Source: an optimization exercise on an open RTL-to-GDS flow (aim: small area and a short achievable clock period). Production flows keep margins and buffers that such runs may drop. Function was checked by simulation only, so behaviour that the tests miss may differ from the original.

--- design/flow/run.sh ---
#!/bin/bash
# synth_recipe.tcl (not shown) runs the flow's synth.tcl, then flattens the netlist and writes it again
# the make line also repeats each setting of config.mk as NAME=value (left out here)
make -C /OpenROAD-flow-scripts/flow DESIGN_CONFIG=/design/flow/config.mk WORK_HOME=/design/flow/orfs CLKGATE_MAP_FILE= SYNTH_SCRIPT=/design/flow/synth_recipe.tcl finish
--- design/flow/config.mk ---
export PLATFORM = sky130hd
export DESIGN_NAME = barrett_top
export DESIGN_NICKNAME = barrett_top
export VERILOG_FILES = /design/flow/design.v
export SDC_FILE = /design/flow/constraint.sdc
export NUM_CORES = 4
export LEC_CHECK = 0
export CAP_MARGIN = 20
export CORE_MARGIN = 2
export CORE_UTILIZATION = 40
export SLEW_MARGIN = 20
--- design/flow/constraint.sdc ---
create_clock -name core_clock -period 7.0 [get_ports {clk_i}]
set_input_delay 1.4000 -clock core_clock [delete_from_list [all_inputs] [get_ports {clk_i}]]
set_output_delay 1.4000 -clock core_clock [all_outputs]
set_load 0.01 [all_outputs]
--- design/flow/design.v ---
`default_nettype none
package barrett_pkg;
  localparam int unsigned MOD_W  = 16;          
  localparam int unsigned X_W    = 2 * MOD_W;   
  localparam int unsigned PROD_W = 2 * X_W;     
  localparam int unsigned HALF_W = X_W / 2;     
  localparam int unsigned K_W    = 5;           
  localparam int unsigned TAG_W  = 4;
  localparam int unsigned MUL_LAT    = 3;
  localparam int unsigned X_DLY      = 2 * MUL_LAT + 1;   
  localparam int unsigned VT_DLY     = 2 * MUL_LAT + 2;   
  localparam int unsigned REDUCE_LAT = 2 * MUL_LAT + 4;
  localparam int unsigned CFG_WR_W = MOD_W + X_W;   
  localparam int unsigned RED_IN_W = X_W + TAG_W;   
  localparam int unsigned RED_OUT_W = MOD_W + TAG_W;   
endpackage
`default_nettype wire
`default_nettype none
module pipe_mult (
  input  logic                           clk_i,
  input  logic                           rst_ni,
  input  logic [barrett_pkg::X_W-1:0]    a_i,
  input  logic [barrett_pkg::X_W-1:0]    b_i,
  output logic [barrett_pkg::PROD_W-1:0] p_o
);
  localparam int unsigned X_W    = barrett_pkg::X_W;
  localparam int unsigned PROD_W = barrett_pkg::PROD_W;
  localparam int unsigned HALF_W = barrett_pkg::HALF_W;
  logic [X_W-1:0] a_q;
  logic [X_W-1:0] b_q;
  logic [X_W-1:0] pp_ll_q;   
  logic [X_W-1:0] pp_lh_q;   
  logic [X_W-1:0] pp_hl_q;   
  logic [X_W-1:0] pp_hh_q;   
  always_ff @(posedge clk_i or negedge rst_ni) begin
    if (!rst_ni) begin
      a_q <= '0;
      b_q <= '0;
    end else begin
      a_q <= a_i;
      b_q <= b_i;
    end
  end
  always_ff @(posedge clk_i or negedge rst_ni) begin
    if (!rst_ni) begin
      pp_ll_q <= '0;
      pp_lh_q <= '0;
      pp_hl_q <= '0;
      pp_hh_q <= '0;
    end else begin
      pp_ll_q <= X_W'(a_q[HALF_W-1:0]) * X_W'(b_q[HALF_W-1:0]);
      pp_lh_q <= X_W'(a_q[HALF_W-1:0]) * X_W'(b_q[X_W-1:HALF_W]);
      pp_hl_q <= X_W'(a_q[X_W-1:HALF_W]) * X_W'(b_q[HALF_W-1:0]);
      pp_hh_q <= X_W'(a_q[X_W-1:HALF_W]) * X_W'(b_q[X_W-1:HALF_W]);
    end
  end
  always_ff @(posedge clk_i or negedge rst_ni) begin
    if (!rst_ni) begin
      p_o <= '0;
    end else begin
      p_o <= {pp_hh_q, pp_ll_q}
           + (PROD_W'(pp_lh_q) << HALF_W)    
           + (PROD_W'(pp_hl_q) << HALF_W);
    end
  end
endmodule
`default_nettype wire
`default_nettype none
module delay_line #(
  parameter int unsigned W     = 1,
  parameter int unsigned DEPTH = 2
) (
  input  logic         clk_i,
  input  logic         rst_ni,
  input  logic [W-1:0] d_i,
  output logic [W-1:0] d_o
);
  logic [W*DEPTH-1:0] stage_q;
  always_ff @(posedge clk_i or negedge rst_ni) begin
    if (!rst_ni) begin
      stage_q <= '0;
    end else begin
      stage_q <= {stage_q[W*(DEPTH-1)-1:0], d_i};   
    end
  end
  assign d_o = stage_q[W*DEPTH-1 -: W];
endmodule
`default_nettype wire
`default_nettype none
module barrett_cfg (
  input  logic                               clk_i,
  input  logic                               rst_ni,
  input  logic                               cfg_we_i,
  input  logic [barrett_pkg::MOD_W-1:0]      q_i,
  input  logic [barrett_pkg::X_W-1:0]        mu_i,
  output logic [barrett_pkg::MOD_W-1:0]      q_o,
  output logic [barrett_pkg::X_W-1:0]        mu_o,
  output logic [barrett_pkg::K_W-1:0]        k_o,
  output logic                               cfg_we_o
);
  localparam int unsigned MOD_W = barrett_pkg::MOD_W;
  localparam int unsigned K_W   = barrett_pkg::K_W;
  logic [K_W-1:0] k_calc;
  always_comb begin
    k_calc = '0;
    for (int i = 0; i < MOD_W; i++) begin
      if (q_i[i]) begin
        k_calc = K_W'(i + 1);   
      end
    end
  end
  always_ff @(posedge clk_i or negedge rst_ni) begin
    if (!rst_ni) begin
      q_o      <= '0;
      mu_o     <= '0;
      k_o      <= '0;
      cfg_we_o <= 1'b0;
    end else begin
      cfg_we_o <= cfg_we_i;   
      if (cfg_we_i) begin
        q_o  <= q_i;
        mu_o <= mu_i;
        k_o  <= k_calc;
      end
    end
  end
endmodule
`default_nettype wire
`default_nettype none
module barrett_reduce (
  input  logic                               clk_i,
  input  logic                               rst_ni,
  input  logic [barrett_pkg::MOD_W-1:0]      q_i,
  input  logic [barrett_pkg::X_W-1:0]        mu_i,
  input  logic [barrett_pkg::K_W-1:0]        k_i,
  input  logic                               cfg_we_i,
  input  logic                               in_valid_i,
  input  logic [barrett_pkg::X_W-1:0]        x_i,
  input  logic [barrett_pkg::TAG_W-1:0]      tag_i,
  output logic                               out_valid_o,
  output logic [barrett_pkg::MOD_W-1:0]      r_o,
  output logic [barrett_pkg::TAG_W-1:0]      tag_o
);
  localparam int unsigned MOD_W  = barrett_pkg::MOD_W;
  localparam int unsigned X_W    = barrett_pkg::X_W;
  localparam int unsigned PROD_W = barrett_pkg::PROD_W;
  localparam int unsigned K_W    = barrett_pkg::K_W;
  localparam int unsigned TAG_W  = barrett_pkg::TAG_W;
  localparam int unsigned X_DLY  = barrett_pkg::X_DLY;
  localparam int unsigned VT_DLY = barrett_pkg::VT_DLY;
  logic              in_valid_q;
  logic [X_W-1:0]    x_q;
  logic [TAG_W-1:0]  tag_q;
  logic [TAG_W:0]    vt_in;    
  logic [TAG_W:0]    vt_dly;
  logic [X_W-1:0]    x_dly;
  logic [PROD_W-1:0] xmu;
  logic [X_W-1:0]    qhat_q;
  logic [PROD_W-1:0] qhq;
  logic [X_W-1:0]    r_q;
  logic [X_W-1:0]    r_one;
  logic [X_W-1:0]    r_two;
  logic [X_W-1:0]    q_ext;
  logic [K_W:0]      shamt;
  assign q_ext = X_W'(q_i);
  assign shamt = {k_i, 1'b0};   
  assign vt_in = {in_valid_q, tag_q};
  always_ff @(posedge clk_i or negedge rst_ni) begin
    if (!rst_ni) begin
      in_valid_q <= 1'b0;
    end else begin
      in_valid_q <= in_valid_i;
    end
  end
  always_ff @(posedge clk_i) begin
    x_q   <= x_i;
    tag_q <= tag_i;
  end
  pipe_mult mult_xmu_i (
    .clk_i  (clk_i),
    .rst_ni (rst_ni),
    .a_i    (x_q),
    .b_i    (mu_i),
    .p_o    (xmu)
  );
  always_ff @(posedge clk_i) begin
    qhat_q <= X_W'(xmu >> shamt);   
  end
  pipe_mult mult_qhq_i (
    .clk_i  (clk_i),
    .rst_ni (rst_ni),
    .a_i    (qhat_q),
    .b_i    (q_ext),
    .p_o    (qhq)
  );
  delay_line #(
    .W     (X_W),
    .DEPTH (X_DLY)
  ) x_dly_i (
    .clk_i  (clk_i),
    .rst_ni (rst_ni),
    .d_i    (x_q),
    .d_o    (x_dly)
  );
  delay_line #(
    .W     (TAG_W + 1),
    .DEPTH (VT_DLY)
  ) vt_dly_i (
    .clk_i  (clk_i),
    .rst_ni (rst_ni),
    .d_i    (vt_in),
    .d_o    (vt_dly)
  );
  always_ff @(posedge clk_i) begin
    r_q <= x_dly - qhq[X_W-1:0];   
  end
  assign r_one = (r_q >= q_ext) ? r_q - q_ext : r_q;
  assign r_two = (r_one >= q_ext) ? r_one - q_ext : r_one;
  always_ff @(posedge clk_i or negedge rst_ni) begin
    if (!rst_ni) begin
      out_valid_o <= 1'b0;
      r_o         <= '0;
      tag_o       <= '0;
    end else begin
      out_valid_o <= vt_dly[TAG_W];
      if (vt_dly[TAG_W]) begin
        r_o   <= r_two[MOD_W-1:0];
        tag_o <= vt_dly[TAG_W-1:0];
      end
    end
  end
endmodule
`default_nettype wire
`default_nettype none
module barrett_top (
  input  logic        clk_i,
  input  logic        rst_ni,
  input  logic        cfg_we_i,
  input  logic [47:0] cfg_i,         
  input  logic        in_valid_i,
  input  logic [35:0] in_i,          
  output logic        out_valid_o,
  output logic [19:0] out_o          
);
  localparam int unsigned MOD_W = barrett_pkg::MOD_W;
  localparam int unsigned X_W   = barrett_pkg::X_W;
  localparam int unsigned K_W   = barrett_pkg::K_W;
  localparam int unsigned TAG_W = barrett_pkg::TAG_W;
  logic [MOD_W-1:0] cfg_q;
  logic [X_W-1:0]   cfg_mu;
  logic [K_W-1:0]   cfg_k;
  logic             cfg_upd;   
  barrett_cfg barrett_cfg_i (
    .clk_i    (clk_i),
    .rst_ni   (rst_ni),
    .cfg_we_i (cfg_we_i),
    .q_i      (cfg_i[X_W +: MOD_W]),
    .mu_i     (cfg_i[X_W-1:0]),
    .q_o      (cfg_q),
    .mu_o     (cfg_mu),
    .k_o      (cfg_k),
    .cfg_we_o (cfg_upd)
  );
  barrett_reduce barrett_reduce_i (
    .clk_i       (clk_i),
    .rst_ni      (rst_ni),
    .q_i         (cfg_q),
    .mu_i        (cfg_mu),
    .k_i         (cfg_k),
    .cfg_we_i    (cfg_upd),
    .in_valid_i  (in_valid_i),
    .x_i         (in_i[TAG_W +: X_W]),
    .tag_i       (in_i[TAG_W-1:0]),
    .out_valid_o (out_valid_o),
    .r_o         (out_o[TAG_W +: MOD_W]),
    .tag_o       (out_o[TAG_W-1:0])
  );
endmodule
`default_nettype wire
==> flow_summary.toml <==
[run_status]
status = "timing/DRC/antenna clean"

[synthesis]
ys_async_sr_fraction_pct = 87.3
synth_top_family_by_area = "adder cells"
synthSimpleGateAreaFrac_pct = 13.5
yosysUniqueCellTypes = 83
synth-edff-count = 0
seq_area_frac_synth_pct = 25.6
yosys.area.top_type_share_pct = 28.9
yosysWarningCount = 5
avgSynthCellArea_um2 = 9.93
synthXorXnorAreaFrac_pct = 3.27
syn-num-nets = 9441
syn_inst = 7587
synth_area_leader_cell = "fa_1"
syn_area_um2 = 75400
synth_compound_area_share_pct = 6.47
ys_ff_latch = 790
synthAdderAreaFrac_pct = 40.1
synth_mux_area_share_pct = 2.54
ys_top_cells_by_area = "fa_1, dfrtp_1, ha_1"
synth_ff_type = "dfrtp_1"

[global_route]
antenna_found_initial = 14
grt_max_degree = 166
grt_overflow_total = 0
grt_pass1_wl_um = 312000
grt_pass1_vias = 54900
grt_usage_pct = 20.9

[cells_and_area]
final_common_cell = "inv_1"
area_growth_pct = 10.3
seq_area_um2 = 19300
nFillCells = 17900
layout-drive-gt1-share_pct = 6.27
largestRegisters = "barrett_reduce_i.x_dly_i.stage_q (193), barrett_reduce_i.mult_xmu_i.p_o (64), barrett_reduce_i.vt_dly_i.stage_q (40)"
final_cell_mix = "inv_1, fa_1, nand2_1, ha_1, dfrtp_1"
multi_input_area_um2 = 49700
largest_register_ff_count = 193
largest_register = "barrett_reduce_i.x_dly_i.stage_q"
final_nets = 9517

[cts]
cts.clk_slew.worst_paths_ns = 0.07
cts.htree.levels = 3
ctsHoldBuffers = 0
root_buffer = "clkbuf_16"
clk_path_buf_depth = 3
numCtsBuffers = 88
cts_num_sinks = 790
cts_setup_buffers = 0
insertion_delay_ns = 0.73
cts_tree = "yes"

[setup_path]
path_class = "reg -> reg"
critPathRequiredTime_ns = 7.60
start_kind = "register"
crit_slowest_cell = "dfrtp_2"
startpoint = "barrett_reduce_i.mult_xmu_i.a_q[5]"
crit_chain = "buf_4, nand2_1, fa_1, inv_1, fa_1, ha_1, inv_1, fa_1, fa_1, inv_1, fa_1, ha_1, o21a_1, nor2_1, a31oi_1, a211oi_1, or4b_1, a31o_2, o21ai_1, or4_1, a31oi_1, xnor2_1"
critical_path.most_common_cell = "fa_1"
cpPeakStageDelay_ns = 0.65
end_kind = "register"
critPathArrivalTime_ns = 7.32
r2r-start = "barrett_reduce_i.mult_xmu_i.a_q[5]"
crit_path_max_fanout = 17

[timing]
hold_viol = 0
slew_viol_final = 0
period_share_pct = 96.0
setup_tns_ns = 0
rsz0062_at_grt = "false"
relSlewSlack_pct = 29.1
worst_slew_pin_slew_ns = 1.06
setup_ws_ns = 0.281
setup_violations = 0
max_freq_mhz = 149
period_needed_ns = 6.72
fin_skew_ns = 0.0501

[detailed_routing]
wire_per_inst_um = 19.2
num_vias = 51300
finalWirelength_um = 196000
drc_errors = 0
firstDrtPassIters = 6
via_per_inst = 5.01
ant_nets = 0
drt_iter0_markers = 2994

[floorplanning]
die_w_um = 438
start_util_pct = 40.2
pin_count = 109
die-area_um2 = 192000
core_um2 = 187000
rows = 159
die_height_um = 438

[hold_path]
hp-class = "reg -> reg"
min-delay-start = "barrett_reduce_i.tag_q[0]"

[placement]
portBuffers = 108
pre_cts_ws_ns = 0.0949
dp_hpwl_um = 158000
gp_congestion = 0.904

[run]
drv_cap = 0
==> cells by family (layout without fill, tap and decap cells) <==
logic type                 after synthesis  after routing
and+or+nand+nor                       2116           2116
adders and majority gates             1766           1766
buffers and inverters                 1712           1861
DFF                                    790            790
AOI/OAI and AO/OA                      763            763
xor gates and xnor gates               281            281
muxes                                  159            159
other                                    0              3
==> final timing paths <==
kind / slack, ns / endpoint / cells past startpoint
worst max-delay path: 0.28 / barrett_reduce_i.mult_xmu_i.pp_ll_q[30] / 22
worst min-delay path: 0.32 / barrett_reduce_i.vt_dly_i.stage_q[0] / 0
worst max register to register: 0.28 / barrett_reduce_i.mult_xmu_i.pp_ll_q[30] / 22
worst min register to register: 0.32 / barrett_reduce_i.vt_dly_i.stage_q[0] / 0
max in group asynchronous: 4.77 / barrett_reduce_i.mult_xmu_i.b_q[3] / 2
min in group asynchronous: 0.69 / barrett_cfg_i.q_o[10] / 1
==> layer usage <==
layer	global-route usage [%]	wire length, um	up-vias
li1	-	-	23500
met1	27.1	82900	26200
met2	35.8	96500	1262
met3	3.16	10100	330
met4	6.46	6610	6
met5	0	36	-
==> cell type report <==
type / count / share of cell area [%]
clock buffers: 117 / 2.97
flip-flops and latches: 790 / 23.2
inverters: 1398 / 6.31
multi-input cells: 5085 / 59.7
well taps: 2495 / 3.75
diodes: 3 / 0.00903
clock inverters: 46 / 0.776
repair buffers: 300 / 3.28
==> critical path: cells and delay by family (launching register included) <==
kind	cells	cell delay, ns
adders and majority gates	7	3.07
AOI/OAI and AO/OA	6	1.27
and+or+nand+nor	4	0.90
DFF	1	0.65
buffers and inverters	4	0.54
xor gates and xnor gates	1	0.13
==> cell usage after synthesis (6+ instances only) <==
| master | instances |
|---|---|
| a211o_1 | 9 |
| a211oi_1 | 30 |
| a21boi_0 | 8 |
| a21o_1 | 84 |
| a21oi_1 | 230 |
| a31o_2 | 12 |
| a31oi_1 | 18 |
| and2_1 | 638 |
| and3_1 | 14 |
| and4_1 | 10 |
| buf_1 | 13 |
| clkbuf_1 | 298 |
| dfrtp_1 | 690 |
| dfxtp_1 | 100 |
| fa_1 | 1087 |
| ha_1 | 679 |
| inv_1 | 1397 |
| mux2_2 | 74 |
| mux2i_1 | 66 |
| mux4_2 | 18 |
| nand2_1 | 985 |
| nand2b_1 | 34 |
| nand3_1 | 42 |
| nand4_1 | 17 |
| nor2_1 | 230 |
| nor2b_1 | 33 |
| nor3_1 | 59 |
| nor3b_1 | 6 |
| nor4_1 | 13 |
| o211ai_1 | 14 |
| o21a_1 | 51 |
| o21ai_0 | 160 |
| o21bai_1 | 38 |
| o221ai_1 | 8 |
| o22ai_1 | 25 |
| o31ai_1 | 7 |
| o41ai_1 | 7 |
| or2_2 | 8 |
| or3_1 | 13 |
| xnor2_1 | 207 |
| xor2_1 | 74 |
==> stage by stage <==
stage          area (um^2)  util, %  cells  hold slack, ns
3_3_place_gp         80000     42.7  10100           0.318
5_1_grt              83200     44.4  10200           0.327
3_5_place_dp         80000     42.7  10100           0.320
4_1_cts              83100     44.4  10200           0.320
2_1_floorplan        75400        -   7587           0.316
6_report             83200     44.4  10200           0.317
==> timing repair <==
action / CTS / global route
resized for setup: 0 / 9
hold endpoints to repair: 0 / 0
endpoints found under the setup margin: 0 / 10

[re-timing with driven ports]
How much do the figures lean on ideal ports? The routed layout below was timed once more, with nothing changed but the port constraints.
Step 1: set_driving_cell puts a clkbuf_16 on clk_i and a buf_2 on each other input, an assumption about the parent block.
Step 2 moves the port delays by t, midway between the first and last clock arrival at a register: inputs arrive t later, outputs are due t later. That takes back most of the time a late clock gives input paths.
a / b / c = ideal / step 1 / step 2; a / b = the first two.
shift t [ns]: 0.782
setup WS [ns]: 0.281 / 0.281 / 0.281
cell pins on the clock port's net: 1
After both steps this run still meets setup and hold. The setup slack of this run moves by 0.000 ns with the drivers and by 0.000 ns with both steps.
